Context: an optimization exercise on an open-source flow, tuned for small area. The choices shown serve that exercise and are no tape-out recipe. Function was checked by simulation only, so behaviour that the tests miss may differ from the original. No activity file was given, so power comes from the tool's default toggle rates.

File: flow/flow/run.sh
#!/bin/bash
# Standard synthesis, then inverters pushed through full adders (fixinv.py), then the standard
# layout with clock-tree dummy loads off and single-drive port buffers.
set -euo pipefail
R=orfs/results/${FLOW_PLATFORM}/hb_interp/base
export CTS_ARGS="-sink_clustering_enable -repair_clock_nets -dont_use_dummy_load -buf_list sky130_fd_sc_hd__clkbuf_2 -sink_clustering_size 6 -sink_clustering_max_diameter 30"
export BUFFER_PORTS_ARGS="-buffer_cell sky130_fd_sc_hd__buf_1"
bash standard.sh synth > synth.log 2>&1
openroad -python -no_init -exit flow/fixinv.py "$R/1_synth.odb" "$R/1_synth.odb" > fixinv.log 2>&1
bash standard.sh finish > finish.log 2>&1
File: flow/flow/fixinv.py
# Push inverters through full-adder cells: FA(~a,~b,~c) = ~FA(a,b,c).
# Chooses, for each full adder, whether to implement it on complemented signals so that as few
# inverters as possible remain, then rewires the netlist with at most one inverter per signal.
import odb, sys, random
src, dst = sys.argv[1], sys.argv[2]
db = odb.dbDatabase.create()
odb.read_db(db, src)
block = db.getChip().getBlock()
INVM = db.findMaster("sky130_fd_sc_hd__inv_1")

def is_inv(inst):
    n = inst.getMaster().getName()
    return n.startswith("sky130_fd_sc_hd__inv_") or n.startswith("sky130_fd_sc_hd__clkinv_")
def is_fa(inst):
    return inst.getMaster().getName().startswith("sky130_fd_sc_hd__fa_")
def sig_iterms(inst):
    return [it for it in inst.getITerms() if it.getNet() is not None and it.getNet().getSigType() == "SIGNAL"]
def driver(net):
    for it in net.getITerms():
        if it.isOutputSignal(): return it
    return None

# inverters we may remove: no port on either side
free_inv = []
for inst in block.getInsts():
    if not is_inv(inst): continue
    a = inst.findITerm("A").getNet(); y = inst.findITerm("Y").getNet()
    if a is None or y is None: continue
    if len(a.getBTerms()) or len(y.getBTerms()): continue
    free_inv.append(inst)
free_set = set(i.getName() for i in free_inv)

root_cache = {}
def root(net):
    k = net.getName()
    if k in root_cache: return root_cache[k]
    d = driver(net)
    if d is not None and d.getInst().getName() in free_set:
        r, p = root(d.getInst().findITerm("A").getNet())
        res = (r, p ^ 1)
    else:
        res = (net, 0)
    root_cache[k] = res
    return res

# consumers per root: list of (iterm or bterm, pol, fa_inst_name or None)
cons = {}
roots = {}
for net in block.getNets():
    if net.getSigType() != "SIGNAL": continue
    r, p = root(net)
    rk = r.getName(); roots[rk] = r
    lst = cons.setdefault(rk, [])
    for it in net.getITerms():
        if it.isOutputSignal(): continue
        inst = it.getInst()
        if inst.getName() in free_set: continue
        lst.append((it, p, inst.getName() if is_fa(inst) else None))
    for bt in net.getBTerms():
        if bt.getIoType() == "OUTPUT":
            lst.append((bt, p, None))

fas = [i for i in block.getInsts() if is_fa(i)]
fa_out_roots = {}   # fa name -> root names driven
drv_fa = {}         # root name -> fa name
for f in fas:
    for pin in ("SUM", "COUT"):
        n = f.findITerm(pin).getNet()
        if n is None: continue
        drv_fa[n.getName()] = f.getName()
fa_in_roots = {f.getName(): set() for f in fas}
for rk, lst in cons.items():
    for (it, p, fn) in lst:
        if fn is not None: fa_in_roots[fn].add(rk)
fa_touch = {}
for f in fas:
    fn = f.getName()
    s = set(fa_in_roots[fn])
    for pin in ("SUM", "COUT"):
        n = f.findITerm(pin).getNet()
        if n is not None: s.add(n.getName())
    fa_touch[fn] = s

flip = {f.getName(): 0 for f in fas}
def cost(rk):
    dp = flip[drv_fa[rk]] if rk in drv_fa else 0
    need = set()
    for (it, p, fn) in cons.get(rk, []):
        need.add(p ^ (flip[fn] if fn else 0))
    return 1 if any(q != dp for q in need) else 0

total = sum(cost(rk) for rk in cons)
print("inverters before:", len(free_inv), "signals needing one (no flips):", total)
import math
random.seed(1)
order = [f.getName() for f in fas]
best = (total, dict(flip)); cur = total
N = 60000
for step in range(N):
    T = 1.5 * (1 - step / N) + 0.02
    fn = random.choice(order)
    before = sum(cost(rk) for rk in fa_touch[fn])
    flip[fn] ^= 1
    after = sum(cost(rk) for rk in fa_touch[fn])
    d = after - before
    if d <= 0 or random.random() < math.exp(-d / T):
        cur += d
        if cur < best[0]: best = (cur, dict(flip))
    else:
        flip[fn] ^= 1
flip = best[1]
total = sum(cost(rk) for rk in cons)
print("signals needing an inverter after flips:", total, "flipped:", sum(flip.values()))

# rebuild
cnt = [0]
inv_net = {}
def get_inv(rk):
    if rk in inv_net: return inv_net[rk]
    cnt[0] += 1
    n = odb.dbNet_create(block, f"pinv_n{cnt[0]}")
    i = odb.dbInst_create(block, INVM, f"pinv_{cnt[0]}")
    i.findITerm("A").connect(roots[rk])
    i.findITerm("Y").connect(n)
    inv_net[rk] = n
    return n
moves = []
for rk, lst in cons.items():
    dp = flip[drv_fa[rk]] if rk in drv_fa else 0
    for (it, p, fn) in lst:
        q = p ^ (flip[fn] if fn else 0)
        moves.append((it, rk, q != dp))
for (it, rk, inv) in moves:
    target = get_inv(rk) if inv else roots[rk]
    if isinstance(it, odb.dbITerm):
        if it.getNet() is None or it.getNet().getName() != target.getName():
            it.disconnect(); it.connect(target)
    else:
        if it.getNet().getName() != target.getName():
            raise SystemExit("output port would need rewiring: " + it.getName())
for inst in free_inv:
    odb.dbInst_destroy(inst)
for net in list(block.getNets()):
    if net.getSigType() == "SIGNAL" and len(net.getITerms()) == 0 and len(net.getBTerms()) == 0:
        odb.dbNet_destroy(net)
print("inverters after:", cnt[0])
odb.write_db(db, dst)
File: flow/standard.sh
#!/bin/bash
# synth_recipe.tcl (not shown) runs the flow's synth.tcl, then flattens the netlist and writes it again
# the make line also repeats each setting of config.mk as NAME=value (left out here)
make -C /OpenROAD-flow-scripts/flow DESIGN_CONFIG=/design/flow/config.mk WORK_HOME=/design/flow/orfs CLKGATE_MAP_FILE= SYNTH_SCRIPT=/design/flow/synth_recipe.tcl "${@:-finish}"
File: flow/config.mk
export PLATFORM = sky130hd
export DESIGN_NAME = hb_interp
export DESIGN_NICKNAME = hb_interp
export VERILOG_FILES = /design/flow/design.v
export SDC_FILE = /design/flow/constraint.sdc
export NUM_CORES = 4
export LEC_CHECK = 0
export CAP_MARGIN = 20
export CORE_MARGIN = 2
export CORE_UTILIZATION = 70
export SLEW_MARGIN = 20
File: flow/constraint.sdc
create_clock -name core_clock -period 14.0 [get_ports {clk}]
set_input_delay 2.8000 -clock core_clock [delete_from_list [all_inputs] [get_ports {clk}]]
set_output_delay 2.8000 -clock core_clock [all_outputs]
set_load 0.01 [all_outputs]
File: flow/design.v
module hb_interp #(
    parameter int WIDTH = 16
) (
    input  logic             clk,
    input  logic             rst,
    input  logic             bypass,
    input  logic             run,
    input  logic [8:0]       cpo,
    input  logic             stb_in,
    input  logic [WIDTH-1:0] data_in,
    output logic             stb_out,
    output logic [WIDTH-1:0] data_out,
    output logic             ovf
);
    logic [9:0]              s_q;
    logic [WIDTH-1:0]        dly_q [16];
    logic [4:0]              vcnt_q;
    logic [21:0]             acc_q;
    logic [1-1:0]           cr_q;
    logic [WIDTH-1:0]        fb0_q, fb1_q;
    logic                    c_pend_q;
    logic [8:0]              c_cnt_q;
    logic [1:0]              c_off_q;
    logic                    stb_out_q;
    logic [WIDTH-1:0]        data_out_q;
    logic                    ovf_q;
    logic [3:0] ph;
    logic slot_free_d, accept_d, drop_d, f_emit_d, c_emit_d;
    logic [15:0] vld;
    logic [3:0] lane [16];
    logic [4:0] r0, r1, r2, r3, r4, r5, r6, r7;
    logic [WIDTH-1:0] dout_d;
    logic sel_in, sel_hold, sel_f, sel_c;
    logic [3:0] sel_ck;
    logic [21:0] acc_d, res_v, res;
    logic [16:0] fv;
    logic [1-1:0] cr_d;
    logic [WIDTH-1:0] f_sat;
    logic [1:0] off_e;
    function automatic logic [WIDTH-1:0] pick4(input logic [WIDTH-1:0] a, b, c, d,
                                               input logic sa, sb, sc, sd);
        pick4 = ({WIDTH{sa}} & a) | ({WIDTH{sb}} & b) | ({WIDTH{sc}} & c) | ({WIDTH{sd}} & d);
    endfunction
    function automatic logic [4:0] add4(input logic [3:0] a, b);
        logic c;
        c = 1'b0;
        for (int i = 0; i < 4; i++) begin
            add4[i] = a[i] ^ b[i] ^ c;
            c = (a[i] & b[i]) | (a[i] & c) | (b[i] & c);
        end
        add4[4] = c;
    endfunction
    function automatic logic [21:0] add22(input logic [21:0] a, b);
        logic c;
        c = 1'b0;
        for (int i = 0; i < 22; i++) begin
            add22[i] = a[i] ^ b[i] ^ c;
            c = (a[i] & b[i]) | (a[i] & c) | (b[i] & c);
        end
    endfunction
    function automatic logic [15:0] thermo(input logic [3:0] n);
        thermo[0] = (n[0] & !n[1] & !n[2] & !n[3]) | (n[1] & !n[2] & !n[3]) | (n[2] & !n[3]) | (n[3]);
        thermo[1] = (n[1] & !n[2] & !n[3]) | (n[2] & !n[3]) | (n[3]);
        thermo[2] = (n[0] & n[1] & !n[2] & !n[3]) | (n[2] & !n[3]) | (n[3]);
        thermo[3] = (n[2] & !n[3]) | (n[3]);
        thermo[4] = (n[0] & !n[1] & n[2] & !n[3]) | (n[1] & n[2] & !n[3]) | (n[3]);
        thermo[5] = (n[1] & n[2] & !n[3]) | (n[3]);
        thermo[6] = (n[0] & n[1] & n[2] & !n[3]) | (n[3]);
        thermo[7] = (n[3]);
        thermo[8] = (n[0] & !n[1] & !n[2] & n[3]) | (n[1] & !n[2] & n[3]) | (n[2] & n[3]);
        thermo[9] = (n[1] & !n[2] & n[3]) | (n[2] & n[3]);
        thermo[10] = (n[0] & n[1] & !n[2] & n[3]) | (n[2] & n[3]);
        thermo[11] = (n[2] & n[3]);
        thermo[12] = (n[0] & !n[1] & n[2] & n[3]) | (n[1] & n[2] & n[3]);
        thermo[13] = (n[1] & n[2] & n[3]);
        thermo[14] = (n[0] & n[1] & n[2] & n[3]);
        thermo[15] = 1'b0;
    endfunction
    function automatic logic [8:0] dec9(input logic [8:0] a);
        logic b;
        b = 1'b1;
        for (int i = 0; i < 9; i++) begin
            dec9[i] = a[i] ^ b;
            b = b & !a[i];
        end
    endfunction
    function automatic logic [4:0] inc5(input logic [4:0] a);
        logic c;
        c = 1'b1;
        for (int i = 0; i < 5; i++) begin
            inc5[i] = a[i] ^ c;
            c = c & a[i];
        end
    endfunction
    always_comb begin
        ph = s_q[3:0];
        vld = vcnt_q[4] ? 16'hffff : thermo(vcnt_q[3:0]);
        for (int i = 0; i < 16; i++) begin
            for (int b = 0; b < 3; b++) begin
                lane[i][b] = vld[i] & ((ph[0] & dly_q[i][b]) | (ph[1] & dly_q[i][4+b]) |
                                       (ph[2] & dly_q[i][8+b]) | (ph[3] & dly_q[i][12+b]));
            end
            lane[i][3] = (vld[i] & ((ph[0] & dly_q[i][3]) | (ph[1] & dly_q[i][7]) | (ph[2] & dly_q[i][11]))) |
                         (ph[3] & !(vld[i] & dly_q[i][15]));
        end
        r0 = add4(lane[0], lane[15]);
        r1 = add4(lane[1], lane[14]);
        r2 = add4(lane[2], lane[13]);
        r3 = add4(lane[3], lane[12]);
        r4 = add4(lane[4], lane[11]);
        r5 = add4(lane[5], lane[10]);
        r6 = add4(lane[6], lane[9]);
        r7 = add4(lane[7], lane[8]);
        res = add22(acc_q, res_v);
        fv  = {~res[21], res[20:5]};
        if (fv[16] != fv[15]) f_sat = fv[16] ? 16'h8000 : 16'h7fff;
        else                  f_sat = fv[15:0];
        slot_free_d = !(s_q[0] | s_q[1] | s_q[2]);
        accept_d    = !bypass && run && stb_in && slot_free_d;
        drop_d      = !bypass && run && stb_in && !slot_free_d;
        f_emit_d    = run && s_q[9];
        c_emit_d    = run && c_pend_q && (c_cnt_q == 9'd1);
        off_e[1] = (accept_d & (s_q[3] | s_q[4] | s_q[5])) | (s_q[0] & (s_q[4] | s_q[5])) | (s_q[1] & s_q[5]);
        off_e[0] = (|{s_q[5:0], accept_d}) & !off_e[1];
        sel_in   = !rst && bypass && stb_in;
        sel_hold = !rst && (bypass ? !stb_in : !(f_emit_d || c_emit_d));
        sel_f    = !rst && !bypass && f_emit_d;
        sel_c    = !rst && !bypass && !f_emit_d && c_emit_d;
        for (int k = 0; k < 4; k++) sel_ck[k] = sel_c && (c_off_q == 2'(k)) && vld[7+k];
        dout_d = ({WIDTH{sel_in}} & data_in) | ({WIDTH{sel_hold}} & data_out_q) | ({WIDTH{sel_f}} & fb1_q) |
                 ({WIDTH{sel_ck[0]}} & dly_q[7]) | ({WIDTH{sel_ck[1]}} & dly_q[8]) |
                 ({WIDTH{sel_ck[2]}} & dly_q[9]) | ({WIDTH{sel_ck[3]}} & dly_q[10]);
    end
    logic bs0, bs1, bs2, bs3, bs4, bs5, bs6, bs7, bs8, bs9, bs10, bs11, bs12, bs13, bs14, bs15, bs16, bs17, bs19, bs20, bs21, kc5, kc6, kc8, kc12, kc13, s1, c1, s2, c2, s3, c3, s4, c4, s5, c5, s6, c6, s7, c7, s8, c8, s9, c9, s10, c10, s11, c11, s12, c12, s13, c13, s14, c14, s15, c15, s16, c16, s17, c17, s18, c18, s19, c19, s20, c20, s21, c21, s22, c22, s23, c23, s24, c24, s25, c25, s26, c26, s27, c27, s28, c28, s29, c29, s30, c30, s31, c31, s32, c32, s33, c33, s34, c34, s35, c35, s36, c36, s37, c37, s38, c38, s39, c39, s40, c40, s41, c41, s42, c42, s43, c43, s44, c44, s45, c45, s46, c46, s47, c47, s48, c48, s49, c49, s50, c50, s51, c51, s52, c52, s53, c53, s54, c54, s55, c55, s56, c56, s57, c57, s58, c58, s59, c59, s60, c60, s61, c61, s62, c62, s63, c63, s64, c64, s65, c65, s66, c66, s67, c67, s68, c68, s69, c69, s70, c70, s71, c71, s72, c72, s73, c73, s74, c74, s75, c75, s76, c76, s77, c77, s78, c78, s79, c79, s80, c80, s81, c81, s82, c82, s83, c83, s84, c84, s85, c85, s86, c86, s87, c87, s88, c88, s89, c89, s90, c90, s91, c91, s92, c92, s93, c93, s94, c94, s95, c95, s96, c96, s97, c97, s98, c98, s99, c99, s100, c100, s101, c101, s102, c102, s103, c103, s104, c104, s105, c105, s106, c106, s107, c107, s108, c108, s109, c109, s110, c110, s111, c111, s112, c112, s113, c113, s114, c114, s115, c115, s116, c116, s117, c117, s118, c118, s119, c119, s120, c120, s121, c121, s122, c122, s123, c123, s124, c124, s125, c125, s126, c126, s127, c127, s128, c128, s129, c129, s130, c130, s131, c131, s132, c132, s133, c133, s134, c134, s135, c135, s136, c136, s137, c137, s138, c138, s139, c139, s140, c140, s141, c141, s142, c142, s143, c143, s144, c144, s145, c145, s146, c146, s147, c147, s148, c148, s149, c149, s150, c150, s151, c151, s152, c152, s153, c153, s154, c154, s155, c155, s156, c156, s157, c157, s158, c158, s159, c159, s160, c160, s161, c161, s162, c162, s163, c163, s164, c164, s165, c165, s166, c166, s167, c167, s168, c168, s169, c169, s170, c170, s171, c171, s172, c172, s173, c173, s174, c174, s175, c175, s176, c176, s177, c177, s178, c178, s179, c179, s180, c180, s181, c181, s182, c182, s183, c183, s184, c184, s185, c185, s186, c186, s187, c187, s188, c188, s189, c189, s190, c190, s191, c191, s192, c192, s193, c193, s194, c194, s195, c195, s196, c196, s197, c197, s198, c198, s199, c199, s200, c200, s201, c201, s202, c202, s203, c203, s204, c204, s205, c205, s206, c206, s207, c207, s208, c208, s209, c209;
    assign bs0 = ph[0] ? 1'b0 : acc_q[4];
    assign bs1 = ph[0] ? 1'b0 : acc_q[5];
    assign bs2 = ph[0] ? 1'b0 : acc_q[6];
    assign bs3 = ph[0] ? 1'b0 : acc_q[7];
    assign bs4 = ph[0] ? 1'b0 : acc_q[8];
    assign bs5 = ph[0] ? 1'b1 : acc_q[9];
    assign kc5 = !ph[0];
    assign bs6 = ph[0] ? 1'b1 : acc_q[10];
    assign kc6 = !ph[0] & !ph[3];
    assign bs7 = ph[0] ? 1'b0 : acc_q[11];
    assign bs8 = ph[0] ? 1'b0 : acc_q[12];
    assign kc8 = ph[3];
    assign bs9 = ph[0] ? 1'b0 : acc_q[13];
    assign bs10 = ph[0] ? 1'b0 : acc_q[14];
    assign bs11 = ph[0] ? 1'b0 : acc_q[15];
    assign bs12 = ph[0] ? 1'b1 : acc_q[16];
    assign kc12 = !ph[0];
    assign bs13 = ph[0] ? 1'b1 : acc_q[17];
    assign kc13 = !ph[0];
    assign bs14 = ph[0] ? 1'b0 : acc_q[18];
    assign bs15 = ph[0] ? 1'b0 : acc_q[19];
    assign bs16 = ph[0] ? 1'b1 : acc_q[20];
    assign bs17 = ph[0] ? 1'b0 : acc_q[21];
    assign bs19 = ph[0] | (!ph[0] & !ph[3]) | ph[3];
    assign bs20 = ph[0] | (!ph[0] & !ph[3]) | ph[3];
    assign bs21 = ph[0] | (!ph[0] & !ph[3]) | ph[3];
    assign s1 = r1[1] ^ r3[3];
    assign c1 = r1[1] | r3[3];
    assign s2 = r1[2] ^ r3[4] ^ r5[0];
    assign c2 = (r1[2] & r3[4]) | (r1[2] & r5[0]) | (r3[4] & r5[0]);
    assign s3 = r6[3] ^ r7[4] ^ r7[1];
    assign c3 = (r6[3] & r7[4]) | (r6[3] & r7[1]) | (r7[4] & r7[1]);
    assign s4 = r0[4] ^ r0[2];
    assign c4 = r0[4] & r0[2];
    assign s5 = r1[3] ^ r5[1] ^ r6[4];
    assign c5 = (r1[3] & r5[1]) | (r1[3] & r6[4]) | (r5[1] & r6[4]);
    assign s6 = r1[4] ^ r1[0] ^ r5[2];
    assign c6 = (r1[4] & r1[0]) | (r1[4] & r5[2]) | (r1[0] & r5[2]);
    assign s7 = r0[0] ^ r1[1];
    assign c7 = r0[0] | r1[1];
    assign s8 = r0[1] ^ r1[2] ^ r2[0];
    assign c8 = (r0[1] & r1[2]) | (r0[1] & r2[0]) | (r1[2] & r2[0]);
    assign s9 = r1[0] ^ r3[2] ^ r6[1];
    assign c9 = (r1[0] & r3[2]) | (r1[0] & r6[1]) | (r3[2] & r6[1]);
    assign s10 = r0[2] ^ r7[2];
    assign c10 = r0[2] & ~r7[2];
    assign s11 = r6[2] ^ r7[3] ^ r7[0];
    assign c11 = (r6[2] & r7[3]) | (r6[2] & r7[0]) | (r7[3] & r7[0]);
    assign s12 = s1 ^ r0[3] ^ r0[1];
    assign c12 = (s1 & r0[3]) | (s1 & r0[1]) | (r0[3] & r0[1]);
    assign s13 = r1[3] ^ r2[3] ^ r2[0];
    assign c13 = (r1[3] & r2[3]) | (r1[3] & r2[0]) | (r2[3] & r2[0]);
    assign s14 = c1 ^ s2 ^ s3;
    assign c14 = (c1 & s2) | (c1 & s3) | (s2 & s3);
    assign s15 = s4 ^ r0[0] ^ r1[4];
    assign c15 = (s4 & r0[0]) | (s4 & r1[4]) | (r0[0] & r1[4]);
    assign s16 = r2[4] ^ r2[1] ^ r3[0];
    assign c16 = (r2[4] & r2[1]) | (r2[4] & r3[0]) | (r2[1] & r3[0]);
    assign s17 = r4[4] ^ r4[2];
    assign c17 = r4[4] & r4[2];
    assign s18 = c2 ^ c3 ^ s5;
    assign c18 = (c2 & c3) | (c2 & s5) | (c3 & s5);
    assign s19 = ~r7[2] ^ c4 ^ r0[3];
    assign c19 = (~r7[2] & c4) | (~r7[2] & r0[3]) | (c4 & r0[3]);
    assign s20 = r0[1] ^ r2[2] ^ r3[1];
    assign c20 = (r0[1] & r2[2]) | (r0[1] & r3[1]) | (r2[2] & r3[1]);
    assign s21 = r4[3] ^ r4[0] ^ bs5;
    assign c21 = (r4[3] & r4[0]) | (r4[3] & bs5) | (r4[0] & bs5);
    assign s22 = c5 ^ s6 ^ r5[0];
    assign c22 = (c5 & s6) | (c5 & r5[0]) | (s6 & r5[0]);
    assign s23 = r7[3] ^ r7[0] ^ ~r0[4];
    assign c23 = (r7[3] & r7[0]) | (r7[3] & ~r0[4]) | (r7[0] & ~r0[4]);
    assign s24 = r0[2] ^ r2[3] ^ r3[2];
    assign c24 = (r0[2] & r2[3]) | (r0[2] & r3[2]) | (r2[3] & r3[2]);
    assign s25 = r4[4] ^ r4[1] ^ bs6;
    assign c25 = (r4[4] & r4[1]) | (r4[4] & bs6) | (r4[1] & bs6);
    assign s26 = c6 ^ r3[0] ^ r5[3];
    assign c26 = (c6 & r3[0]) | (c6 & r5[3]) | (r3[0] & r5[3]);
    assign s27 = r5[1] ^ r6[0] ^ r7[4];
    assign c27 = (r5[1] & r6[0]) | (r5[1] & r7[4]) | (r6[0] & r7[4]);
    assign s28 = ~r7[1] ^ s7 ^ r0[3];
    assign c28 = (~r7[1] & s7) | (~r7[1] & r0[3]) | (s7 & r0[3]);
    assign s29 = r2[4] ^ r3[3] ^ r4[2];
    assign c29 = (r2[4] & r3[3]) | (r2[4] & r4[2]) | (r3[3] & r4[2]);
    assign s30 = c7 ^ s8 ^ r3[1];
    assign c30 = (c7 & s8) | (c7 & r3[1]) | (s8 & r3[1]);
    assign s31 = r5[4] ^ r5[2] ^ r5[0];
    assign c31 = (r5[4] & r5[2]) | (r5[4] & r5[0]) | (r5[2] & r5[0]);
    assign s32 = r6[1] ^ r7[2] ^ ~r0[4];
    assign c32 = (r6[1] & r7[2]) | (r6[1] & ~r0[4]) | (r7[2] & ~r0[4]);
    assign s33 = r3[4] ^ r4[3] ^ bs8;
    assign c33 = (r3[4] & r4[3]) | (r3[4] & bs8) | (r4[3] & bs8);
    assign s34 = c8 ^ r0[2] ^ r1[3];
    assign c34 = (c8 & r0[2]) | (c8 & r1[3]) | (r0[2] & r1[3]);
    assign s35 = r2[1] ^ r3[2] ^ r5[3];
    assign c35 = (r2[1] & r3[2]) | (r2[1] & r5[3]) | (r3[2] & r5[3]);
    assign s36 = r5[1] ^ r6[2] ^ r7[3];
    assign c36 = (r5[1] & r6[2]) | (r5[1] & r7[3]) | (r6[2] & r7[3]);
    assign s37 = r1[0] ^ r4[4] ^ r7[0];
    assign c37 = (r1[0] & r4[4]) | (r1[0] & r7[0]) | (r4[4] & r7[0]);
    assign s38 = r0[3] ^ r1[4] ^ r2[2];
    assign c38 = (r0[3] & r1[4]) | (r0[3] & r2[2]) | (r1[4] & r2[2]);
    assign s39 = r2[0] ^ r3[3] ^ r3[0];
    assign c39 = (r2[0] & r3[3]) | (r2[0] & r3[0]) | (r3[3] & r3[0]);
    assign s40 = r5[4] ^ r5[2] ^ r6[3];
    assign c40 = (r5[4] & r5[2]) | (r5[4] & r6[3]) | (r5[2] & r6[3]);
    assign s41 = ~r7[4] ^ r1[1] ^ r7[1];
    assign c41 = (~r7[4] & r1[1]) | (~r7[4] & r7[1]) | (r1[1] & r7[1]);
    assign s42 = r0[4] ^ r2[3] ^ r2[1];
    assign c42 = (r0[4] & r2[3]) | (r0[4] & r2[1]) | (r2[3] & r2[1]);
    assign s43 = r3[4] ^ r3[1] ^ r5[3];
    assign c43 = (r3[4] & r3[1]) | (r3[4] & r5[3]) | (r3[1] & r5[3]);
    assign s44 = ~r6[4] ^ r1[2] ^ r4[0];
    assign c44 = (~r6[4] & r1[2]) | (~r6[4] & r4[0]) | (r1[2] & r4[0]);
    assign s45 = r2[4] ^ r2[2] ^ r3[2];
    assign c45 = (r2[4] & r2[2]) | (r2[4] & r3[2]) | (r2[2] & r3[2]);
    assign s46 = r5[4] ^ r5[0] ^ ~r1[3];
    assign c46 = (r5[4] & r5[0]) | (r5[4] & ~r1[3]) | (r5[0] & ~r1[3]);
    assign s47 = r3[0] ^ r4[1];
    assign c47 = r3[0] & r4[1];
    assign s48 = r2[3] ^ r3[3] ^ r4[0];
    assign c48 = (r2[3] & r3[3]) | (r2[3] & r4[0]) | (r3[3] & r4[0]);
    assign s49 = ~r5[1] ^ r1[4] ^ r3[1];
    assign c49 = (~r5[1] & r1[4]) | (~r5[1] & r3[1]) | (r1[4] & r3[1]);
    assign s50 = r4[2] ^ r6[0];
    assign c50 = r4[2] & r6[0];
    assign s51 = r2[4] ^ r3[4] ^ r4[1];
    assign c51 = (r2[4] & r3[4]) | (r2[4] & r4[1]) | (r3[4] & r4[1]);
    assign s52 = ~r5[2] ^ r3[2] ^ r4[3];
    assign c52 = (~r5[2] & r3[2]) | (~r5[2] & r4[3]) | (r3[2] & r4[3]);
    assign s53 = r4[2] ^ r5[3] ^ r6[0];
    assign c53 = (r4[2] & r5[3]) | (r4[2] & r6[0]) | (r5[3] & r6[0]);
    assign s54 = r4[3] ^ r5[4];
    assign c54 = r4[3] | r5[4];
    assign s55 = r3[0] ^ r7[0] ^ ~r0[0];
    assign c55 = (r3[0] & r7[0]) | (r3[0] & ~r0[0]) | (r7[0] & ~r0[0]);
    assign s56 = r3[1] ^ r6[0] ^ r7[1];
    assign c56 = (r3[1] & r6[0]) | (r3[1] & r7[1]) | (r6[0] & r7[1]);
    assign s57 = r0[1] ^ r1[1] ^ r2[1];
    assign c57 = (r0[1] & r1[1]) | (r0[1] & r2[1]) | (r1[1] & r2[1]);
    assign s58 = s9 ^ s10 ^ ~r0[0];
    assign c58 = (s9 & s10) | (s9 & ~r0[0]) | (s10 & ~r0[0]);
    assign s59 = r1[2] ^ r2[2] ^ r4[2];
    assign c59 = (r1[2] & r2[2]) | (r1[2] & r4[2]) | (r2[2] & r4[2]);
    assign s60 = r4[0] ^ r5[2];
    assign c60 = r4[0] & r5[2];
    assign s61 = c9 ^ s11 ^ ~c10;
    assign c61 = (c9 & s11) | (c9 & ~c10) | (s11 & ~c10);
    assign s62 = s12 ^ s13 ^ r4[3];
    assign c62 = (s12 & s13) | (s12 & r4[3]) | (s13 & r4[3]);
    assign s63 = r4[1] ^ r5[3] ^ bs3;
    assign c63 = (r4[1] & r5[3]) | (r4[1] & bs3) | (r5[3] & bs3);
    assign s64 = c11 ^ s14 ^ ~c12;
    assign c64 = (c11 & s14) | (c11 & ~c12) | (s14 & ~c12);
    assign s65 = c13 ^ s15 ^ s16;
    assign c65 = (c13 & s15) | (c13 & s16) | (s15 & s16);
    assign s66 = s17 ^ r5[4] ^ bs4;
    assign c66 = (s17 & r5[4]) | (s17 & bs4) | (r5[4] & bs4);
    assign s67 = c14 ^ s18 ^ ~c15;
    assign c67 = (c14 & s18) | (c14 & ~c15) | (s18 & ~c15);
    assign s68 = c16 ^ c17 ^ s19;
    assign c68 = (c16 & c17) | (c16 & s19) | (c17 & s19);
    assign s69 = s20 ^ s21 ^ kc5;
    assign c69 = (s20 & s21) | (s20 & kc5) | (s21 & kc5);
    assign s70 = c18 ^ s22 ^ s23;
    assign c70 = (c18 & s22) | (c18 & s23) | (s22 & s23);
    assign s71 = c19 ^ c20 ^ c21;
    assign c71 = (c19 & c20) | (c19 & c21) | (c20 & c21);
    assign s72 = s24 ^ s25 ^ kc6;
    assign c72 = (s24 & s25) | (s24 & kc6) | (s25 & kc6);
    assign s73 = c22 ^ c23 ^ s26;
    assign c73 = (c22 & c23) | (c22 & s26) | (c23 & s26);
    assign s74 = ~s27 ^ c24 ^ c25;
    assign c74 = (~s27 & c24) | (~s27 & c25) | (c24 & c25);
    assign s75 = s28 ^ s29 ^ bs7;
    assign c75 = (s28 & s29) | (s28 & bs7) | (s29 & bs7);
    assign s76 = c26 ^ c27 ^ s30;
    assign c76 = (c26 & c27) | (c26 & s30) | (c27 & s30);
    assign s77 = s31 ^ s32 ^ ~c28;
    assign c77 = (s31 & s32) | (s31 & ~c28) | (s32 & ~c28);
    assign s78 = c29 ^ s33 ^ kc8;
    assign c78 = (c29 & s33) | (c29 & kc8) | (s33 & kc8);
    assign s79 = c30 ^ c31 ^ c32;
    assign c79 = (c30 & c31) | (c30 & c32) | (c31 & c32);
    assign s80 = s34 ^ s35 ^ s36;
    assign c80 = (s34 & s35) | (s34 & s36) | (s35 & s36);
    assign s81 = c33 ^ s37 ^ bs9;
    assign c81 = (c33 & s37) | (c33 & bs9) | (s37 & bs9);
    assign s82 = c34 ^ c35 ^ c36;
    assign c82 = (c34 & c35) | (c34 & c36) | (c35 & c36);
    assign s83 = s38 ^ s39 ^ s40;
    assign c83 = (s38 & s39) | (s38 & s40) | (s39 & s40);
    assign s84 = c37 ^ s41 ^ bs10;
    assign c84 = (c37 & s41) | (c37 & bs10) | (s41 & bs10);
    assign s85 = c38 ^ c39 ^ c40;
    assign c85 = (c38 & c39) | (c38 & c40) | (c39 & c40);
    assign s86 = s42 ^ s43 ^ ~c41;
    assign c86 = (s42 & s43) | (s42 & ~c41) | (s43 & ~c41);
    assign s87 = s44 ^ r7[2] ^ bs11;
    assign c87 = (s44 & r7[2]) | (s44 & bs11) | (r7[2] & bs11);
    assign s88 = c42 ^ c43 ^ s45;
    assign c88 = (c42 & c43) | (c42 & s45) | (c43 & s45);
    assign s89 = ~s46 ^ c44 ^ s47;
    assign c89 = (~s46 & c44) | (~s46 & s47) | (c44 & s47);
    assign s90 = r7[3] ^ bs12 ^ kc12;
    assign c90 = (r7[3] & bs12) | (r7[3] & kc12) | (bs12 & kc12);
    assign s91 = c45 ^ c46 ^ s48;
    assign c91 = (c45 & c46) | (c45 & s48) | (c46 & s48);
    assign s92 = c47 ^ s49 ^ s50;
    assign c92 = (c47 & s49) | (c47 & s50) | (s49 & s50);
    assign s93 = r7[4] ^ bs13 ^ kc13;
    assign c93 = (r7[4] & bs13) | (r7[4] & kc13) | (bs13 & kc13);
    assign s94 = c48 ^ s51 ^ ~c49;
    assign c94 = (c48 & s51) | (c48 & ~c49) | (s51 & ~c49);
    assign s95 = c50 ^ s52 ^ r5[0];
    assign c95 = (c50 & s52) | (c50 & r5[0]) | (s52 & r5[0]);
    assign s96 = r6[1] ^ r7[0] ^ bs14;
    assign c96 = (r6[1] & r7[0]) | (r6[1] & bs14) | (r7[0] & bs14);
    assign s97 = c51 ^ s53 ^ ~c52;
    assign c97 = (c51 & s53) | (c51 & ~c52) | (s53 & ~c52);
    assign s98 = r3[3] ^ r4[4] ^ r5[1];
    assign c98 = (r3[3] & r4[4]) | (r3[3] & r5[1]) | (r4[4] & r5[1]);
    assign s99 = r6[2] ^ r7[1] ^ bs15;
    assign c99 = (r6[2] & r7[1]) | (r6[2] & bs15) | (r7[1] & bs15);
    assign s100 = c53 ^ r6[1] ^ ~s54;
    assign c100 = (c53 & r6[1]) | (c53 & ~s54) | (r6[1] & ~s54);
    assign s101 = r3[4] ^ r5[2] ^ r6[3];
    assign c101 = (r3[4] & r5[2]) | (r3[4] & r6[3]) | (r5[2] & r6[3]);
    assign s102 = r7[2] ^ r7[0] ^ bs16;
    assign c102 = (r7[2] & r7[0]) | (r7[2] & bs16) | (r7[0] & bs16);
    assign s103 = c54 ^ r4[4] ^ r6[2];
    assign c103 = (c54 & r4[4]) | (c54 & r6[2]) | (r4[4] & r6[2]);
    assign s104 = r5[3] ^ r6[4] ^ r7[3];
    assign c104 = (r5[3] & r6[4]) | (r5[3] & r7[3]) | (r6[4] & r7[3]);
    assign s105 = r7[1] ^ bs17;
    assign c105 = r7[1] & bs17;
    assign s106 = r5[4] ^ r6[3];
    assign c106 = r5[4] & ~r6[3];
    assign s107 = ~s55 ^ r1[0] ^ r2[0];
    assign c107 = (~s55 & r1[0]) | (~s55 & r2[0]) | (r1[0] & r2[0]);
    assign s108 = c55 ^ s56 ^ ~s57;
    assign c108 = (c55 & s56) | (c55 & ~s57) | (s56 & ~s57);
    assign s109 = r4[1] ^ r5[1];
    assign c109 = r4[1] & r5[1];
    assign s110 = c56 ^ s58 ^ ~c57;
    assign c110 = (c56 & s58) | (c56 & ~c57) | (s58 & ~c57);
    assign s111 = s59 ^ s60 ^ bs2;
    assign c111 = (s59 & s60) | (s59 & bs2) | (s60 & bs2);
    assign s112 = c58 ^ s61 ^ ~c59;
    assign c112 = (c58 & s61) | (c58 & ~c59) | (s61 & ~c59);
    assign s113 = c60 ^ s62 ^ s63;
    assign c113 = (c60 & s62) | (c60 & s63) | (s62 & s63);
    assign s114 = c61 ^ s64 ^ ~c62;
    assign c114 = (c61 & s64) | (c61 & ~c62) | (s64 & ~c62);
    assign s115 = c63 ^ s65 ^ s66;
    assign c115 = (c63 & s65) | (c63 & s66) | (s65 & s66);
    assign s116 = c64 ^ s67 ^ ~c65;
    assign c116 = (c64 & s67) | (c64 & ~c65) | (s67 & ~c65);
    assign s117 = c66 ^ s68 ^ s69;
    assign c117 = (c66 & s68) | (c66 & s69) | (s68 & s69);
    assign s118 = c67 ^ s70 ^ ~c68;
    assign c118 = (c67 & s70) | (c67 & ~c68) | (s70 & ~c68);
    assign s119 = c69 ^ s71 ^ s72;
    assign c119 = (c69 & s71) | (c69 & s72) | (s71 & s72);
    assign s120 = c70 ^ s73 ^ ~c71;
    assign c120 = (c70 & s73) | (c70 & ~c71) | (s73 & ~c71);
    assign s121 = c72 ^ s74 ^ s75;
    assign c121 = (c72 & s74) | (c72 & s75) | (s74 & s75);
    assign s122 = c73 ^ s76 ^ s77;
    assign c122 = (c73 & s76) | (c73 & s77) | (s76 & s77);
    assign s123 = c74 ^ c75 ^ s78;
    assign c123 = (c74 & c75) | (c74 & s78) | (c75 & s78);
    assign s124 = c76 ^ c77 ^ s79;
    assign c124 = (c76 & c77) | (c76 & s79) | (c77 & s79);
    assign s125 = ~s80 ^ c78 ^ s81;
    assign c125 = (~s80 & c78) | (~s80 & s81) | (c78 & s81);
    assign s126 = c79 ^ c80 ^ s82;
    assign c126 = (c79 & c80) | (c79 & s82) | (c80 & s82);
    assign s127 = ~s83 ^ c81 ^ s84;
    assign c127 = (~s83 & c81) | (~s83 & s84) | (c81 & s84);
    assign s128 = c82 ^ c83 ^ s85;
    assign c128 = (c82 & c83) | (c82 & s85) | (c83 & s85);
    assign s129 = ~s86 ^ c84 ^ s87;
    assign c129 = (~s86 & c84) | (~s86 & s87) | (c84 & s87);
    assign s130 = c85 ^ c86 ^ s88;
    assign c130 = (c85 & c86) | (c85 & s88) | (c86 & s88);
    assign s131 = c87 ^ s89 ^ s90;
    assign c131 = (c87 & s89) | (c87 & s90) | (s89 & s90);
    assign s132 = c88 ^ s91 ^ ~c89;
    assign c132 = (c88 & s91) | (c88 & ~c89) | (s91 & ~c89);
    assign s133 = c90 ^ s92 ^ s93;
    assign c133 = (c90 & s92) | (c90 & s93) | (s92 & s93);
    assign s134 = c91 ^ s94 ^ ~c92;
    assign c134 = (c91 & s94) | (c91 & ~c92) | (s94 & ~c92);
    assign s135 = c93 ^ s95 ^ s96;
    assign c135 = (c93 & s95) | (c93 & s96) | (s95 & s96);
    assign s136 = c94 ^ s97 ^ ~c95;
    assign c136 = (c94 & s97) | (c94 & ~c95) | (s97 & ~c95);
    assign s137 = c96 ^ s98 ^ s99;
    assign c137 = (c96 & s98) | (c96 & s99) | (s98 & s99);
    assign s138 = c97 ^ s100 ^ ~c98;
    assign c138 = (c97 & s100) | (c97 & ~c98) | (s100 & ~c98);
    assign s139 = c99 ^ s101 ^ s102;
    assign c139 = (c99 & s101) | (c99 & s102) | (s101 & s102);
    assign s140 = c100 ^ s103 ^ ~c101;
    assign c140 = (c100 & s103) | (c100 & ~c101) | (s103 & ~c101);
    assign s141 = c102 ^ s104 ^ s105;
    assign c141 = (c102 & s104) | (c102 & s105) | (s104 & s105);
    assign s142 = c103 ^ s106 ^ ~c104;
    assign c142 = (c103 & s106) | (c103 & ~c104) | (s106 & ~c104);
    assign s143 = c105 ^ r7[4] ^ r7[2];
    assign c143 = (c105 & r7[4]) | (c105 & r7[2]) | (r7[4] & r7[2]);
    assign s144 = ~r6[4] ^ c106 ^ r7[3];
    assign c144 = (~r6[4] & c106) | (~r6[4] & r7[3]) | (c106 & r7[3]);
    assign s145 = s107 ^ r4[0];
    assign c145 = s107 & r4[0];
    assign s146 = ~s108 ^ c107 ^ s109;
    assign c146 = (~s108 & c107) | (~s108 & s109) | (c107 & s109);
    assign s147 = c108 ^ s110 ^ ~c109;
    assign c147 = (c108 & s110) | (c108 & ~c109) | (s110 & ~c109);
    assign s148 = c110 ^ s112 ^ ~c111;
    assign c148 = (c110 & s112) | (c110 & ~c111) | (s112 & ~c111);
    assign s149 = c112 ^ s114 ^ ~c113;
    assign c149 = (c112 & s114) | (c112 & ~c113) | (s114 & ~c113);
    assign s150 = c114 ^ s116 ^ ~c115;
    assign c150 = (c114 & s116) | (c114 & ~c115) | (s116 & ~c115);
    assign s151 = c116 ^ s118 ^ ~c117;
    assign c151 = (c116 & s118) | (c116 & ~c117) | (s118 & ~c117);
    assign s152 = c118 ^ s120 ^ ~c119;
    assign c152 = (c118 & s120) | (c118 & ~c119) | (s120 & ~c119);
    assign s153 = c120 ^ s122 ^ ~c121;
    assign c153 = (c120 & s122) | (c120 & ~c121) | (s122 & ~c121);
    assign s154 = c122 ^ s124 ^ ~c123;
    assign c154 = (c122 & s124) | (c122 & ~c123) | (s124 & ~c123);
    assign s155 = c124 ^ s126 ^ ~c125;
    assign c155 = (c124 & s126) | (c124 & ~c125) | (s126 & ~c125);
    assign s156 = c126 ^ s128 ^ ~c127;
    assign c156 = (c126 & s128) | (c126 & ~c127) | (s128 & ~c127);
    assign s157 = c128 ^ s130 ^ ~c129;
    assign c157 = (c128 & s130) | (c128 & ~c129) | (s130 & ~c129);
    assign s158 = c130 ^ s132 ^ ~c131;
    assign c158 = (c130 & s132) | (c130 & ~c131) | (s132 & ~c131);
    assign s159 = c132 ^ s134 ^ ~c133;
    assign c159 = (c132 & s134) | (c132 & ~c133) | (s134 & ~c133);
    assign s160 = c134 ^ s136 ^ ~c135;
    assign c160 = (c134 & s136) | (c134 & ~c135) | (s136 & ~c135);
    assign s161 = c136 ^ s138 ^ ~c137;
    assign c161 = (c136 & s138) | (c136 & ~c137) | (s138 & ~c137);
    assign s162 = c138 ^ s140 ^ ~c139;
    assign c162 = (c138 & s140) | (c138 & ~c139) | (s140 & ~c139);
    assign s163 = c140 ^ s142 ^ ~c141;
    assign c163 = (c140 & s142) | (c140 & ~c141) | (s142 & ~c141);
    assign s164 = ~c142 ^ c143 ^ s144;
    assign c164 = (~c142 & c143) | (~c142 & s144) | (c143 & s144);
    assign s165 = c144 ^ r7[4];
    assign c165 = c144 & r7[4];
    assign s166 = s145 ^ r5[0];
    assign c166 = s145 & r5[0];
    assign s167 = c145 ^ s146 ^ bs1;
    assign c167 = (c145 & s146) | (c145 & bs1) | (s146 & bs1);
    assign s168 = ~s147 ^ c146 ^ s111;
    assign c168 = (~s147 & c146) | (~s147 & s111) | (c146 & s111);
    assign s169 = c147 ^ s148 ^ ~s113;
    assign c169 = (c147 & s148) | (c147 & ~s113) | (s148 & ~s113);
    assign s170 = c148 ^ s149 ^ ~s115;
    assign c170 = (c148 & s149) | (c148 & ~s115) | (s149 & ~s115);
    assign s171 = c149 ^ s150 ^ ~s117;
    assign c171 = (c149 & s150) | (c149 & ~s117) | (s150 & ~s117);
    assign s172 = c150 ^ s151 ^ ~s119;
    assign c172 = (c150 & s151) | (c150 & ~s119) | (s151 & ~s119);
    assign s173 = c151 ^ s152 ^ ~s121;
    assign c173 = (c151 & s152) | (c151 & ~s121) | (s152 & ~s121);
    assign s174 = c152 ^ s153 ^ ~s123;
    assign c174 = (c152 & s153) | (c152 & ~s123) | (s153 & ~s123);
    assign s175 = c153 ^ s154 ^ ~s125;
    assign c175 = (c153 & s154) | (c153 & ~s125) | (s154 & ~s125);
    assign s176 = c154 ^ s155 ^ ~s127;
    assign c176 = (c154 & s155) | (c154 & ~s127) | (s155 & ~s127);
    assign s177 = c155 ^ s156 ^ ~s129;
    assign c177 = (c155 & s156) | (c155 & ~s129) | (s156 & ~s129);
    assign s178 = c156 ^ s157 ^ ~s131;
    assign c178 = (c156 & s157) | (c156 & ~s131) | (s157 & ~s131);
    assign s179 = c157 ^ s158 ^ ~s133;
    assign c179 = (c157 & s158) | (c157 & ~s133) | (s158 & ~s133);
    assign s180 = c158 ^ s159 ^ ~s135;
    assign c180 = (c158 & s159) | (c158 & ~s135) | (s159 & ~s135);
    assign s181 = c159 ^ s160 ^ ~s137;
    assign c181 = (c159 & s160) | (c159 & ~s137) | (s160 & ~s137);
    assign s182 = c160 ^ s161 ^ ~s139;
    assign c182 = (c160 & s161) | (c160 & ~s139) | (s161 & ~s139);
    assign s183 = c161 ^ s162 ^ ~s141;
    assign c183 = (c161 & s162) | (c161 & ~s141) | (s162 & ~s141);
    assign s184 = c162 ^ s163 ^ ~s143;
    assign c184 = (c162 & s163) | (c162 & ~s143) | (s163 & ~s143);
    assign s185 = ~c163 ^ s164 ^ bs19;
    assign c185 = (~c163 & s164) | (~c163 & bs19) | (s164 & bs19);
    assign s186 = c164 ^ s165 ^ bs20;
    assign c186 = (c164 & s165) | (c164 & bs20) | (s165 & bs20);
    assign s187 = c165 ^ bs21;
    assign c187 = c165 & bs21;
    assign s188 = s166 ^ bs0;
    assign c188 = s166 & bs0;
    assign s189 = c166 ^ s167 ^ c188;
    assign c189 = (c166 & s167) | (c166 & c188) | (s167 & c188);
    assign s190 = c167 ^ s168 ^ c189;
    assign c190 = (c167 & s168) | (c167 & c189) | (s168 & c189);
    assign s191 = c168 ^ ~s169 ^ c190;
    assign c191 = (c168 & ~s169) | (c168 & c190) | (~s169 & c190);
    assign s192 = c169 ^ s170 ^ ~c191;
    assign c192 = (c169 & s170) | (c169 & ~c191) | (s170 & ~c191);
    assign s193 = c170 ^ s171 ^ c192;
    assign c193 = (c170 & s171) | (c170 & c192) | (s171 & c192);
    assign s194 = c171 ^ s172 ^ c193;
    assign c194 = (c171 & s172) | (c171 & c193) | (s172 & c193);
    assign s195 = c172 ^ s173 ^ c194;
    assign c195 = (c172 & s173) | (c172 & c194) | (s173 & c194);
    assign s196 = c173 ^ s174 ^ c195;
    assign c196 = (c173 & s174) | (c173 & c195) | (s174 & c195);
    assign s197 = c174 ^ s175 ^ c196;
    assign c197 = (c174 & s175) | (c174 & c196) | (s175 & c196);
    assign s198 = c175 ^ s176 ^ c197;
    assign c198 = (c175 & s176) | (c175 & c197) | (s176 & c197);
    assign s199 = c176 ^ s177 ^ c198;
    assign c199 = (c176 & s177) | (c176 & c198) | (s177 & c198);
    assign s200 = c177 ^ s178 ^ c199;
    assign c200 = (c177 & s178) | (c177 & c199) | (s178 & c199);
    assign s201 = c178 ^ s179 ^ c200;
    assign c201 = (c178 & s179) | (c178 & c200) | (s179 & c200);
    assign s202 = c179 ^ s180 ^ c201;
    assign c202 = (c179 & s180) | (c179 & c201) | (s180 & c201);
    assign s203 = c180 ^ s181 ^ c202;
    assign c203 = (c180 & s181) | (c180 & c202) | (s181 & c202);
    assign s204 = c181 ^ s182 ^ c203;
    assign c204 = (c181 & s182) | (c181 & c203) | (s182 & c203);
    assign s205 = c182 ^ s183 ^ c204;
    assign c205 = (c182 & s183) | (c182 & c204) | (s183 & c204);
    assign s206 = c183 ^ s184 ^ c205;
    assign c206 = (c183 & s184) | (c183 & c205) | (s184 & c205);
    assign s207 = c184 ^ ~s185 ^ c206;
    assign c207 = (c184 & ~s185) | (c184 & c206) | (~s185 & c206);
    assign s208 = c185 ^ s186 ^ ~c207;
    assign c208 = (c185 & s186) | (c185 & ~c207) | (s186 & ~c207);
    assign s209 = c186 ^ s187 ^ c208;
    assign c209 = (c186 & s187) | (c186 & c208) | (s187 & c208);
    assign acc_d = {s209, s208, ~s207, ~s206, ~s205, ~s204, ~s203, ~s202, ~s201, ~s200, ~s199, ~s198, ~s197, ~s196, ~s195, ~s194, ~s193, ~s192, s191, s190, s189, s188};
    assign cr_d = 1'b0;
    assign res_v = {1'b0, 1'b0, 1'b0, 1'b0, 1'b0, 1'b0, 1'b0, 1'b0, 1'b0, 1'b0, 1'b0, 1'b0, 1'b0, 1'b0, 1'b0, 1'b0, 1'b0, 1'b0, 1'b0, 1'b0, 1'b0, 1'b0};
    always_ff @(posedge clk) begin
        if (accept_d) begin
            for (int i = 15; i > 0; i--) dly_q[i] <= dly_q[i-1];
            dly_q[0] <= data_in;
        end
        acc_q <= acc_d;
        cr_q  <= cr_d;
        if (s_q[4]) fb0_q <= f_sat;
        if (s_q[8]) fb1_q <= fb0_q;
        if (f_emit_d) begin
            c_cnt_q <= cpo;
            c_off_q <= off_e;
        end else begin
            c_cnt_q <= dec9(c_cnt_q);
            c_off_q <= {c_off_q[1] ^ (c_off_q[0] & accept_d), c_off_q[0] ^ accept_d};
        end
        if (rst) begin
            s_q        <= '0;
            vcnt_q     <= '0;
            c_pend_q   <= 1'b0;
            stb_out_q  <= 1'b0;
            ovf_q      <= 1'b0;
        end else begin
            s_q <= {s_q[8:0] & {9{run}}, accept_d};
            if (accept_d && !vcnt_q[4]) vcnt_q <= inc5(vcnt_q);
            if (!run)            c_pend_q <= 1'b0;
            else if (f_emit_d)   c_pend_q <= 1'b1;
            else if (c_emit_d)   c_pend_q <= 1'b0;
            if (drop_d || (f_emit_d && c_pend_q)) ovf_q <= 1'b1;
            stb_out_q <= bypass ? stb_in : (f_emit_d || c_emit_d);
        end
        data_out_q <= dout_d;
    end
    assign stb_out  = stb_out_q;
    assign data_out = data_out_q;
    assign ovf      = ovf_q;
endmodule
==> results of run 1 <==
[metal layers]
layer  vias up  part of all wire (%)  GRT usage [%]  wire (um)
li1       4542                     -              -          -
met1      5447                    37           53.3      17600
met2       884                    45           55.1      21400
met3       110                    14           12.0       6620
met4         0                   4.0           14.4       1910
met5         -                     0              0          0
[how the worst max path moves through the flow]
stage | start | cells after the start | slack [ns] | endpoint
global placement | vcnt_q[1]$_SDFFE_PP0P_ | 37 | 0.78 | acc_q[21]$_DFF_P_
detailed placement | vcnt_q[1]$_SDFFE_PP0P_ | 37 | 0.59 | acc_q[21]$_DFF_P_
finish | vcnt_q[4]$_SDFFE_PP0P_ | 32 | 0.64 | acc_q[21]$_DFF_P_
global route | vcnt_q[1]$_SDFFE_PP0P_ | 37 | 0.19 | acc_q[21]$_DFF_P_
floorplan | s_q[0]$_SDFF_PP0_ | 36 | 1.37 | acc_q[21]$_DFF_P_
CTS | vcnt_q[1]$_SDFFE_PP0P_ | 37 | 0.65 | acc_q[21]$_DFF_P_
[sequential cells by signal, summed over array words and instances, names as in the netlist]
name        cells
fb0_q          16
ovf_q           1
dly_q         256
acc_q          18
c_cnt_q         9
vcnt_q          5
c_off_q         2
stb_out_q       1
c_pend_q        1
s_q            10
data_out_q     16
fb1_q          16
[through the flow]
step           cell area [um2]  power [W]
2_1_floorplan            18200    0.00167
3_3_place_gp             18600    0.00187
3_5_place_dp             18600    0.00190
4_1_cts                  19000    0.00238
5_1_grt                  19000    0.00250
6_report                 19000    0.00237
[layout make-up]
| type | instances | share of cell area, % |
|---|---|---|
| Clock buffer | 79 | 2.08 |
| Antenna cell | 2 | 0.0263 |
| Multi-Input combinational cell | 699 | 40.1 |
| Inverter | 97 | 1.95 |
| Timing Repair Buffer | 65 | 1.64 |
| Tap cell | 330 | 2.17 |
| Sequential cell | 351 | 52.1 |
[where the power goes]
group	total (W)	internal, W	leakage, nW	switching (W)
clock network	0.000497	0.000146	0.328	0.000351
registers	0.00127	0.00121	3.16	0.0000590
logic	0.000603	0.000257	3.23	0.000346
==> impl_metrics.env, run 1 <==
export IMPL_setup_tns_ns=0
export IMPL_cts_hold_fix_buffers=0
export IMPL_syn_area_per_cell_um2=15.2
export IMPL_slowest_stage="dfxtp_1"
export IMPL_coreArea_mm2=0.0253
export IMPL_p_leak_nw=6.72
export IMPL_cts_tree="built"
export IMPL_syn_num_nets=1482
export IMPL_hold_start="dly_q[5][15]$_DFFE_PP_"
export IMPL_r2r_start="vcnt_q[4]$_SDFFE_PP0P_"
export IMPL_peakVddDrop_v=0.000181
export IMPL_cts_htree_levels=3
export IMPL_ant_nets=0
export IMPL_crit_fanout=13
export IMPL_final_cell_mix="288 x edfxtp_1, 210 x fa_1, 123 x a22oi_1"
export IMPL_min_to="dly_q[6][15]$_DFFE_PP_"
export IMPL_clkLatencyLatePin_ns=0.95
export IMPL_r2r_end="acc_q[21]$_DFF_P_"
export IMPL_power_density_mw_per_mm2=124
export IMPL_grt_pass1_wl_um=70900
export IMPL_endpoint_kind="register"
export IMPL_overflow=0
export IMPL_layout_cells_most_common="edfxtp_1"
export IMPL_period_share_pct=95.4
export IMPL_synth_cells=1198
export IMPL_path_common_cell="fa_1"
export IMPL_rsz0062_at_grt="no"
export IMPL_gp_congestion=0.998
export IMPL_final_fill_count=1527
export IMPL_max_freq_mhz=74.9
export IMPL_path_class="register to register"
export IMPL_holdPathStages=0
export IMPL_nets=1577
export IMPL_setup_viol=0
export IMPL_slew_headroom_pct=22.2
export IMPL_hold_violations=0
export IMPL_cts_max_path_buffers=3
export IMPL_tightest_slew_ns=1.16
export IMPL_worstRegToRegCells=32
export IMPL_vias=11000
export IMPL_crit_buf_inv=2
export IMPL_slowest_delay_ns=0.68
export IMPL_r2r_setup_slack_ns=0.64
export IMPL_finalWirelength_um=47500
export IMPL_cts_root_buf="clkbuf_2"
export IMPL_ys_warnings_count=3
export IMPL_dp_hpwl_um=35900
export IMPL_synth_area_mm2=0.0182
export IMPL_via_per_inst=6.77
export IMPL_final_core_util_pct=75.2
export IMPL_dieWidth_um=165
export IMPL_hold_class="register to register"
export IMPL_max_cap_violations=0
export IMPL_startpoint_type="register"
export IMPL_cp_top_family="adder cells"
export IMPL_required_ns=14.75
export IMPL_outcome="complete, no violations"
export IMPL_maxSlewViolCount=0
export IMPL_cts_setup_buffers=0
export IMPL_gr_usage_all_layers_pct=37.5
export IMPL_grt_pass1_vias=11400
export IMPL_critPathArrivalTime_ns=14.11
export IMPL_grt_max_degree=133
export IMPL_finalCriticalPeriod_ns=13.36
export IMPL_antenna_found_initial=1
export IMPL_drc=0
export IMPL_dp_cells=1542
export IMPL_multi_input_area_mm2=0.00764
export IMPL_cts_repair_resized=0
export IMPL_dr_pass1_iters=14
export IMPL_die_h_um=165
export IMPL_routedWlPerCell_um=29.3
export IMPL_regArea_mm2=0.00992
export IMPL_final_layout_size_suffix_gt1_share_pct=9.22
export IMPL_cts_clk_slew_worst_paths_ns=0.11
export IMPL_cts_made_buffers=79
export IMPL_whs_ns=0.319
export IMPL_cts_sinks=351
export IMPL_fin_cells=1623
export IMPL_postLayoutSetupSlackWorst_ns=0.643
export IMPL_num_rows=58
export IMPL_start_util_pct=71.7
export IMPL_drt_iter0_drc=1914
export IMPL_synthToLayoutAreaGrowth_pct=4.90
export IMPL_io_buffers=47
export IMPL_die_area_mm2=0.0272
export IMPL_place_worst_setup_slack_ns=0.587
export IMPL_pin_count=48
export IMPL_fin_skew_ns=0.212
==> run 2: changes to the inputs <==
==> flow/flow/run.sh (replaced) <==
#!/bin/bash
# Standard synthesis; its plain logic re-mapped for area (remap.ys, area.abc); inverters pushed
# through full adders (fixinv.py); then the standard layout with clock-tree dummy loads off and
# single-drive port buffers.
set -euo pipefail
R=orfs/results/${FLOW_PLATFORM}/hb_interp/base
LIB=${FLOW_HOME}/platforms/${FLOW_PLATFORM}/lib/sky130_fd_sc_hd__tt_025C_1v80.lib
export CTS_ARGS="-sink_clustering_enable -repair_clock_nets -dont_use_dummy_load -buf_list sky130_fd_sc_hd__clkbuf_4 -sink_clustering_size 9 -sink_clustering_max_diameter 40"
export BUFFER_PORTS_ARGS="-buffer_cell sky130_fd_sc_hd__buf_1"
bash standard.sh synth > synth.log 2>&1
cp "$R/1_2_yosys.v" 1_2_yosys_standard.v
DU=$(grep -o 'sky130_fd_sc_hd__[a-z0-9_]*' ${FLOW_HOME}/platforms/${FLOW_PLATFORM}/config.mk | sort -u | grep -E 'probe|lpflow' | sed 's/^/-dont_use /' | tr '\n' ' ')
sed -e "s#LIBFILE#$LIB#g" -e "s#NETLIST#$R/1_2_yosys.v#g" -e "s#DONTUSE#$DU#" -e "s#ABCSCRIPT#$PWD/flow/area.abc#" flow/remap.ys > remap_run.ys
YOSYS=$(command -v yosys || echo ${FLOW_HOME}/../tools/install/yosys/bin/yosys)
"$YOSYS" -s remap_run.ys > remap.log 2>&1
bash standard.sh synth > synth_odb.log 2>&1
openroad -python -no_init -exit flow/fixinv.py "$R/1_synth.odb" "$R/1_synth.odb" > fixinv.log 2>&1
bash standard.sh finish > finish.log 2>&1
==> flow/flow/area.abc (new file) <==
strash
dch
map -a
mfs2
strash
dch
map -a
topo
dnsize -c
==> flow/flow/remap.ys (new file) <==
# Re-map the standard synthesis's plain logic for area (full adders, half adders and flip-flops stay
# as they are), then give every generated name a plain one.
read_liberty -ignore_miss_func LIBFILE
read_verilog NETLIST
hierarchy -top hb_interp
setattr -mod -set keep_hierarchy 1 sky130_fd_sc_hd__fa_* sky130_fd_sc_hd__ha_* sky130_fd_sc_hd__*df* sky130_fd_sc_hd__conb_*
flatten
opt -purge
abc -liberty LIBFILE DONTUSE -script ABCSCRIPT
opt_clean -purge
rename -enumerate -pattern rmp_%_
blackbox sky130_fd_sc_hd__*
stat -liberty LIBFILE
write_verilog -noattr NETLIST
==> impl_metrics.env, run 2 <==
export IMPL_tightest_slew_ns=1.05
export IMPL_intPower_w=0.00166
export IMPL_required_ns=14.63
export IMPL_whs_ns=0.406
export IMPL_syn_area_per_cell_um2=14.4
export IMPL_cts_root_buf="clkbuf_4"
export IMPL_place_worst_setup_slack_ns=0.251
export IMPL_num_rows=58
export IMPL_overflow=0
export IMPL_clkLatencyLatePin_ns=0.72
export IMPL_hold_start="s_q[7]$_SDFF_PP0_"
export IMPL_power_frac_comb_pct=26.8
export IMPL_path_class="register to register"
export IMPL_final_area_mm2=0.0191
export IMPL_maxSlewViolCount=0
export IMPL_path_common_cell="fa_1"
export IMPL_die_area_mm2=0.0269
export IMPL_slew_headroom_pct=30.0
export IMPL_synth_area_mm2=0.0179
export IMPL_p_leak_nw=6.74
export IMPL_startpoint_type="register"
export IMPL_slowest_delay_ns=0.56
export IMPL_rsz0062_at_grt="no"
export IMPL_ys_warnings_count=3
export IMPL_final_core_util_pct=75.7
export IMPL_cts_setup_buffers=0
export IMPL_clock_power_share_pct=20.1
export IMPL_crit_start="vcnt_q[3]$_SDFFE_PP0P_"
export IMPL_cts_repair_resized=0
export IMPL_critPathArrivalTime_ns=14.27
export IMPL_gr_usage_all_layers_pct=37.5
export IMPL_crit_fanout=7
export IMPL_dieWidth_um=164
export IMPL_finalWirelength_um=47000
export IMPL_start_util_pct=71.1
export IMPL_hold_class="register to register"
export IMPL_gp_congestion=0.993
export IMPL_layout_cells_most_common="edfxtp_1"
export IMPL_period_share_pct=97.4
export IMPL_cts_tree="built"
export IMPL_cts_clk_slew_worst_paths_ns=0.10
export IMPL_power_switching_w=0.000737
export IMPL_peakVddDrop_v=0.000243
export IMPL_reg_largest_list="dly_q x256, acc_q x18"
export IMPL_synthToLayoutAreaGrowth_pct=6.39
export IMPL_setup_tns_ns=0
export IMPL_ant_nets=0
export IMPL_cts_sinks=351
export IMPL_max_freq_mhz=73.3
export IMPL_io_buffers=47
export IMPL_grt_pass1_wl_um=71200
export IMPL_seq_power_share_pct=53.2
export IMPL_die_h_um=164
export IMPL_synth_cells=1240
export IMPL_syn_num_nets=1524
export IMPL_hold_violations=0
export IMPL_antenna_found_initial=2
export IMPL_max_cap_violations=0
export IMPL_drc=0
export IMPL_grt_max_degree=93
export IMPL_cts_made_buffers=48
export IMPL_outcome="complete, no violations"
export IMPL_routedWlPerCell_um=27.9
export IMPL_finalCriticalPeriod_ns=13.64
export IMPL_setup_viol=0
export IMPL_largest_reg_flops=256
export IMPL_via_per_inst=6.60
export IMPL_cts_hold_fix_buffers=0
export IMPL_drt_iter0_drc=1776
export IMPL_swShare_pct=30.7
export IMPL_vias=11100
export IMPL_endpoint_kind="register"
export IMPL_power_density_mw_per_mm2=126
export IMPL_slowest_stage="fa_1"
export IMPL_nets=1641
export IMPL_cts_htree_levels=2
export IMPL_fin_skew_ns=0.0880
export IMPL_grt_pass1_vias=11600
export IMPL_cts_max_path_buffers=3
export IMPL_dr_pass1_iters=6
export IMPL_coreArea_mm2=0.0252
export IMPL_regMostFlops="dly_q"
export IMPL_dp_hpwl_um=35800
export IMPL_pin_count=48
export IMPL_final_cell_mix="288 x edfxtp_1, 210 x fa_1, 143 x nand2_1"
export IMPL_final_layout_size_suffix_gt1_share_pct=6.64
export IMPL_postLayoutSetupSlackWorst_ns=0.363
export IMPL_place_area_mm2=0.0187
export IMPL_r2r_start="vcnt_q[3]$_SDFFE_PP0P_"
run 2: final cells by class:
cell class | count | area (um2)
clock buffer | 48 | 360
antenna | 1 | 2.50
inverter | 141 | 537
timing repair buffer | 67 | 330
multi-input combinational | 748 | 7500
fill | 1574 | 6130
tap | 330 | 413
sequential | 351 | 9910
run 2: critical path, delay by kind of cell (launching register included):
kind	cells	cell delay [ns]
adders and majority gates	26	11.05
and+or+nand+nor	3	1.15
buffers and inverters	3	0.59
DFF	1	0.35
xor gates and xnor gates	2	0.32
AOI/OAI and AO/OA	1	0.10
run 2: power groups by stage:
stage               Clock, W  Sequential [W]  Combinational, W
floorplan                  0         0.00128          0.000461
global placement           0         0.00130          0.000616
detailed placement         0         0.00130          0.000653
CTS                 0.000483         0.00128          0.000660
global route        0.000524         0.00128          0.000758
finish              0.000481         0.00128          0.000643
run 2: final timing paths:
| check | to | slack, ns | cells after the start |
|---|---|---|---|
| worst max-delay path | acc_q[21]$_DFF_P_ | 0.36 | 35 |
| worst min-delay path | s_q[8]$_SDFF_PP0_ | 0.41 | 2 |
| worst max register to register | acc_q[21]$_DFF_P_ | 0.36 | 35 |
| worst min register to register | s_q[8]$_SDFF_PP0_ | 0.41 | 2 |
run 2: stage by stage:
stage / total power (W) / std cells
after floorplan: 0.00174 / 1240
after global placement: 0.00191 / 1637
after detailed placement: 0.00195 / 1637
after CTS: 0.00242 / 1685
after global routing: 0.00256 / 1686
final: 0.00240 / 1686
run 2: per-layer routing:
layer | up-vias | routed length, um | global-route usage [%]
met3 | 155 | 5800 | 9.70
met4 | 2 | 2810 | 18.1
met2 | 845 | 21300 | 55.7
met5 | - | 11 | 0
li1 | 4646 | - | -
met1 | 5480 | 17100 | 52.9

==> what the ideal ports hide <==
In the flow no input, the clock included, has a driving cell. The finished layouts below were timed again as built, in two steps.
Step 1, drivers: a clkbuf_16 drives clk and a buf_2 each remaining input, both assumed.
Step 2, shift: input delay + t, output delay - t, t = (earliest + latest rising clock arrival at the registers) / 2. This alone moves slack from input paths to output paths.
a / b / c = no drivers / after step 1 / after step 2; a / b = the first two.
run | shift t [ns] | setup slack, ns | latest minus earliest clock arrival (ns) | slew at the worst register clock pin (ns) | cell pins on the clock port's net
run 1 | 0.893 | 0.643 / 0.643 / 0.643 | 0.212 / 0.212 | 0.12 / 0.12 | 1
run 2 | 0.721 | 0.363 / 0.363 / 0.363 | 0.088 / 0.088 | 0.10 / 0.10 | 1
After both steps every run listed still meets setup and hold.
